Context: an optimization exercise on an open-source flow, tuned for small area and few clock cycles per item. The choices shown serve that exercise and are no tape-out recipe.

==> v11: inputs <==
==> flow/design.v (excerpt) <==
module multi_slot_stopwatch (
	input  wire                 clk,
	input  wire                 arst_n,
	input  wire                 cmd_valid,
	output logic                cmd_stall,
	input  wire  [7:0]          cmd,
	output logic                rsp_valid,
	input  wire                 rsp_stall,
	output logic [70:0]         rsp
);
	localparam logic [3:0] OP_TICK       = 4'd0;
	localparam logic [3:0] OP_START      = 4'd1;
	localparam logic [3:0] OP_STOP       = 4'd2;
	localparam logic [3:0] OP_RESTART    = 4'd3;
	localparam logic [3:0] OP_CLAIM      = 4'd4;
	localparam logic [3:0] OP_CLAIM_FREE = 4'd5;
	localparam logic [3:0] OP_RELEASE    = 4'd6;
	localparam logic [3:0] OP_RESTAMP    = 4'd7;
	localparam logic [3:0] OP_QUERY      = 4'd8;
	localparam logic [10:0] MAX_H  = 11'd1193;
	localparam logic [5:0]  MAX_M  = 6'd2;
	localparam logic [5:0]  MAX_S  = 6'd47;
	localparam logic [9:0]  MAX_MS = 10'd295;
	wire [3:0] op = cmd[7:4];
	wire [3:0] sl = cmd[3:0];
	logic vld_q;
	wire  hold = vld_q && rsp_stall;
	wire  take = cmd_valid && !hold;
	assign cmd_stall = hold;
	assign rsp_valid = vld_q;
	always_ff @(posedge clk or negedge arst_n) begin
		if (!arst_n) begin
			vld_q <= 1'b0;
		end else if (!hold) begin
			vld_q <= cmd_valid;
		end
	end
	logic [9:0]  e_ms;
	logic [5:0]  e_s, e_m;
	logic [10:0] e_h;
	logic        running;
	logic [15:0] busy;
	logic [9:0]  st_ms [16];
	logic [5:0]  st_s  [16];
	logic [5:0]  st_m  [16];
	logic [10:0] st_h  [16];
	logic [15:0] free_oh;
	logic [3:0]  free_idx;
	logic        free_found;
	always_comb begin
		free_oh  = '0;
		free_idx = '0;
		for (int i = 15; i >= 0; i--) begin
			if (!busy[i]) begin
  ...
Settings: LEC_CHECK=0, CAP_MARGIN=20, CORE_MARGIN=2, CORE_UTILIZATION=40, SLEW_MARGIN=20; clock period 8.5 ns.
run.sh (not shown) runs the stock make flow with config.mk's settings and CLKGATE_MAP_FILE= SYNTH_SCRIPT=/design/flow/synth_recipe.tcl, a recipe that flattens the netlist after the stock synthesis.
==> v1: changes against v11 <==
--- a/flow/design.v
+++ b/flow/design.v
@@ -150,49 +150,15 @@
 		end
 	end
 	wire [9:0]  s_ms = s_cat[9:0];
 	wire [5:0]  s_s  = s_cat[15:10];
 	wire [5:0]  s_m  = s_cat[21:16];
 	wire [10:0] s_h  = s_cat[32:22];
-	wire wrap = {e_h, e_m, e_s, e_ms} < s_cat;
-	wire signed [11:0] b0 = $signed({2'b0, e_ms}) - $signed({2'b0, s_ms}) + (wrap ? 12'sd296 : 18'sd0);
-	wire signed [7:0]  b1 = $signed({2'b0, e_s})  - $signed({2'b0, s_s})  + (wrap ? 8'sd47 : 8'sd0);
-	wire signed [7:0]  b2 = $signed({2'b0, e_m})  - $signed({2'b0, s_m})  + (wrap ? 8'sd2 : 8'sd0);
-	wire signed [12:0] b3 = $signed({2'b0, e_h})  - $signed({2'b0, s_h})  + (wrap ? 13'sd1193 : 13'sd0);
-	function automatic logic [7:0] norm60(input logic signed [7:0] b, input logic signed [7:0] cin);
-		logic signed [7:0] x;
-		begin
-			x = b + cin;
-			if (x < 0) begin
-				norm60 = {2'b10, 6'(x + 8'sd60)};
-			end else if (x >= 8'sd60) begin
-				norm60 = {2'b01, 6'(x - 8'sd60)};
-			end else begin
-				norm60 = {2'b00, 6'(x)};
-			end
-		end
-	endfunction
-	logic [9:0]  o_ms;
-	logic [5:0]  o_s, o_m;
-	logic [10:0] o_h;
-	logic        n0, p0, n1, p1, n2, p2;
-	logic [7:0]  s_dn, s_0, s_up, m_dn, m_0, m_up;
-	always_comb begin
-		n0 = b0 < 0;
-		p0 = b0 >= 12'sd1000;
-		o_ms = n0 ? 10'(b0 + 12'sd1000) : p0 ? 10'(b0 - 12'sd1000) : 10'(b0);
-		s_dn = norm60(b1, -8'sd1);
-		s_0  = norm60(b1, 8'sd0);
-		s_up = norm60(b1, 8'sd1);
-		m_dn = norm60(b2, -8'sd1);
-		m_0  = norm60(b2, 8'sd0);
-		m_up = norm60(b2, 8'sd1);
-		{n1, p1, o_s} = n0 ? s_dn : p0 ? s_up : s_0;
-		{n2, p2, o_m} = n1 ? m_dn : p1 ? m_up : m_0;
-		o_h = n2 ? 11'(b3 - 13'sd1) : p2 ? 11'(b3 + 13'sd1) : 11'(b3);
-	end
+	wire [32:0] e_cat = {e_h, e_m, e_s, e_ms};
+	wire [33:0] dif   = {1'b0, e_cat} - {1'b0, s_cat};
+	wire [33:0] brw   = dif ^ {1'b0, e_cat} ^ {1'b0, s_cat};
 	logic [3:0] slot_out;
 	logic       status;
 	logic       slot_busy;
 	wire        busy_sl = |(busy & sl_oh);
 	always_comb begin
 		slot_out  = '0;
@@ -217,27 +183,67 @@
 			end
 		endcase
 	end
 	logic [3:0]  r_slot;
 	logic        r_status;
 	logic        r_busy;
-	logic [9:0]  r_ms;
-	logic [5:0]  r_s, r_m;
-	logic [10:0] r_h;
+	logic [32:0] r_dif;
+	logic        r_b_ms, r_b_s, r_b_m, r_wrap;
 	always_ff @(posedge clk) begin
 		if (!hold) begin
 			r_slot   <= slot_out;
 			r_status <= status;
 			r_busy   <= slot_busy;
-			r_ms     <= o_ms;
-			r_s      <= o_s;
-			r_m      <= o_m;
-			r_h      <= o_h;
-		end
-	end
-	wire [16:0] t_hm  = {r_h, r_m} - {4'b0, r_h, 2'b0};
-	wire [22:0] t_hms = {t_hm, r_s} - {4'b0, t_hm, 2'b0};
-	wire [31:0] t_w   = 32'(t_hms);
-	wire [31:0] delta = {t_hms[21:0], r_ms} - (t_w << 5) + (t_w << 3);
-	assign rsp = {r_slot, r_status, r_busy, delta, r_h, r_m, r_s, r_ms};
+			r_dif    <= dif[32:0];
+			r_b_ms   <= brw[10];
+			r_b_s    <= brw[16];
+			r_b_m    <= brw[22];
+			r_wrap   <= brw[33];
+		end
+	end
+	wire [9:0]  f_ms = r_dif[9:0];
+	wire [5:0]  f_s  = r_dif[15:10];
+	wire [5:0]  f_m  = r_dif[21:16];
+	wire [10:0] f_h  = r_dif[32:22];
+	wire [9:0]  d_ms = r_b_ms ? f_ms - 10'd24 : f_ms;
+	wire [5:0]  d_s  = r_b_s  ? f_s - 6'd4 : f_s;
+	wire [5:0]  d_m  = r_b_m  ? f_m - 6'd4 : f_m;
+	wire        c0   = r_wrap && (d_ms >= 10'd704);
+	wire        c1   = r_wrap && ((d_s >= 6'd13) || (c0 && (d_s == 6'd12)));
+	wire        c2   = r_wrap && ((d_m >= 6'd58) || (c1 && (d_m == 6'd57)));
+	wire [9:0]  o_ms = !r_wrap ? d_ms : c0 ? d_ms - 10'd704 : d_ms + 10'd296;
+	wire [5:0]  o_s  = !r_wrap ? d_s : (c1 ? d_s - 6'd13 : d_s + 6'd47) + 6'(c0);
+	wire [5:0]  o_m  = !r_wrap ? d_m : (c2 ? d_m - 6'd58 : d_m + 6'd2) + 6'(c1);
+	wire [10:0] o_h  = f_h + (!r_wrap ? 11'd0 : c2 ? 11'd1194 : 11'd1193);
+	wire [3:0]  k_sel = {r_wrap, r_b_m, r_b_s, r_b_ms};
+	wire [31:0] k_c   = '0
+			| ({32{k_sel == 4'd0}} & 32'd3077644864)
+			| ({32{k_sel == 4'd1}} & 32'd3077644840)
+			| ({32{k_sel == 4'd2}} & 32'd3077640864)
+			| ({32{k_sel == 4'd3}} & 32'd3077640840)
+			| ({32{k_sel == 4'd4}} & 32'd3077404864)
+			| ({32{k_sel == 4'd5}} & 32'd3077404840)
+			| ({32{k_sel == 4'd6}} & 32'd3077400864)
+			| ({32{k_sel == 4'd7}} & 32'd3077400840)
+			| ({32{k_sel == 4'd8}} & 32'd4294779456)
+			| ({32{k_sel == 4'd9}} & 32'd4294779432)
+			| ({32{k_sel == 4'd10}} & 32'd4294775456)
+			| ({32{k_sel == 4'd11}} & 32'd4294775432)
+			| ({32{k_sel == 4'd12}} & 32'd4294539456)
+			| ({32{k_sel == 4'd13}} & 32'd4294539432)
+			| ({32{k_sel == 4'd14}} & 32'd4294535456)
+			| ({32{k_sel == 4'd15}} & 32'd4294535432);
+	wire [31:0] p_h  = 32'(f_h);
+	wire [31:0] p_m  = 32'(f_m);
+	wire [31:0] p_s  = 32'(f_s);
+	wire [10:0] c_h  = ~f_h;
+	wire [5:0]  c_m  = ~f_m;
+	wire [5:0]  c_s  = ~f_s;
+	wire [31:0] n_h  = 32'(c_h);
+	wire [31:0] n_m  = 32'(c_m);
+	wire [31:0] n_s  = 32'(c_s);
+	wire [31:0] delta = (p_h << 22) + (n_h << 19) + (n_h << 16) + (n_h << 12) + (n_h << 9) + (p_h << 7)
+		+ (p_m << 16) + (n_m << 13) + (p_m << 11) + (p_m << 9) + (p_m << 7) + (n_m << 5)
+		+ (p_s << 10) + (n_s << 5) + (p_s << 3) + 32'(f_ms) + k_c;
+	assign rsp = {r_slot, r_status, r_busy, delta, o_h, o_m, o_s, o_ms};
 endmodule
 `default_nettype wire
==> summary of the runs <==
v11 ran to the end with violations: negative setup slack. v1 completed with no timing, DRC or antenna violations.
Against v11, the routed wire length of v1 is lower by 12%.
Of v1 and v11, v11 has the higher critical path depth (gap 28).
In v11 the cell area is higher than in v1, by 19%.
Of v1 and v11, v11 has the higher core utilization (gap 7.5 points).
Against v11, the clock-buffer cell count of v1 is higher by 19.
In v1 the first-iteration DRC count is higher than in v11, by about 7%.
==> figures <==
item                                                              v11                  v1
Reg-to-reg slack, setup                                       0.97 ns             3.21 ns
Launch point of the worst path                                 cmd[7]              r_wrap
Via count                                                       25800               21500
Depth of the worst register-to-register path                       47                  18
Core area                                                  80200 um^2          78600 um^2
Total length of routed met2 wires                            52600 um            43900 um
Worst Path Class, Setup                            input port to flop  flop to output pin
Result of the run                                     failed layout checks  no timing/DRC/antenna violations
Violated checks                                  negative setup slack                   -
CTS H-tree depth                                                    2                   3
Net count of the finished layout                                 3528                2766
Well-Tap Cells                                                   1060                1050
Area fraction in compound gates after synthesis                 16.5%               14.0%
Unrepaired setup endpoints after global routing                  true               false
Largest clock skew in the final design                      0.0498 ns           0.0214 ns
Netlist area before placement                              32200 um^2          31600 um^2
Function was not checked in any run of this note: the RTL went through the layout flow alone.

## static timing again, ports no longer ideal
Ports are ideal in the flow. The routed layouts listed here were re-timed in OpenROAD. Step 1 sets driving cells, clkbuf_16 on the clock port and buf_2 on the other inputs (assumed; they add their load-dependent delay and slew). Step 2, shift: input delay + t, output delay - t, t = (earliest + latest rising clock arrival at the registers) / 2. This alone moves slack from input paths to output paths. a / b / c = no drivers / after step 1 / after step 2; a / b = the first two.
| run | t (ns) | setup WS [ns] | hold WS [ns] | worst setup path after step 2 | latest minus earliest clock arrival (ns) |
|---|---|---|---|---|---|
| v11 | 0.705 | -0.380 / -0.343 / -1.048 | 0.605 / 0.605 / 0.605 | input to register | 0.049 / 0.050 |
| v1 | 0.666 | 0.248 / 0.184 / 0.420 | 0.593 / 0.593 / 0.593 | input to register | 0.022 / 0.022 |
For v11, which loses most, drivers alone change the setup slack by +0.037 ns; drivers and shift together by -0.668 ns.
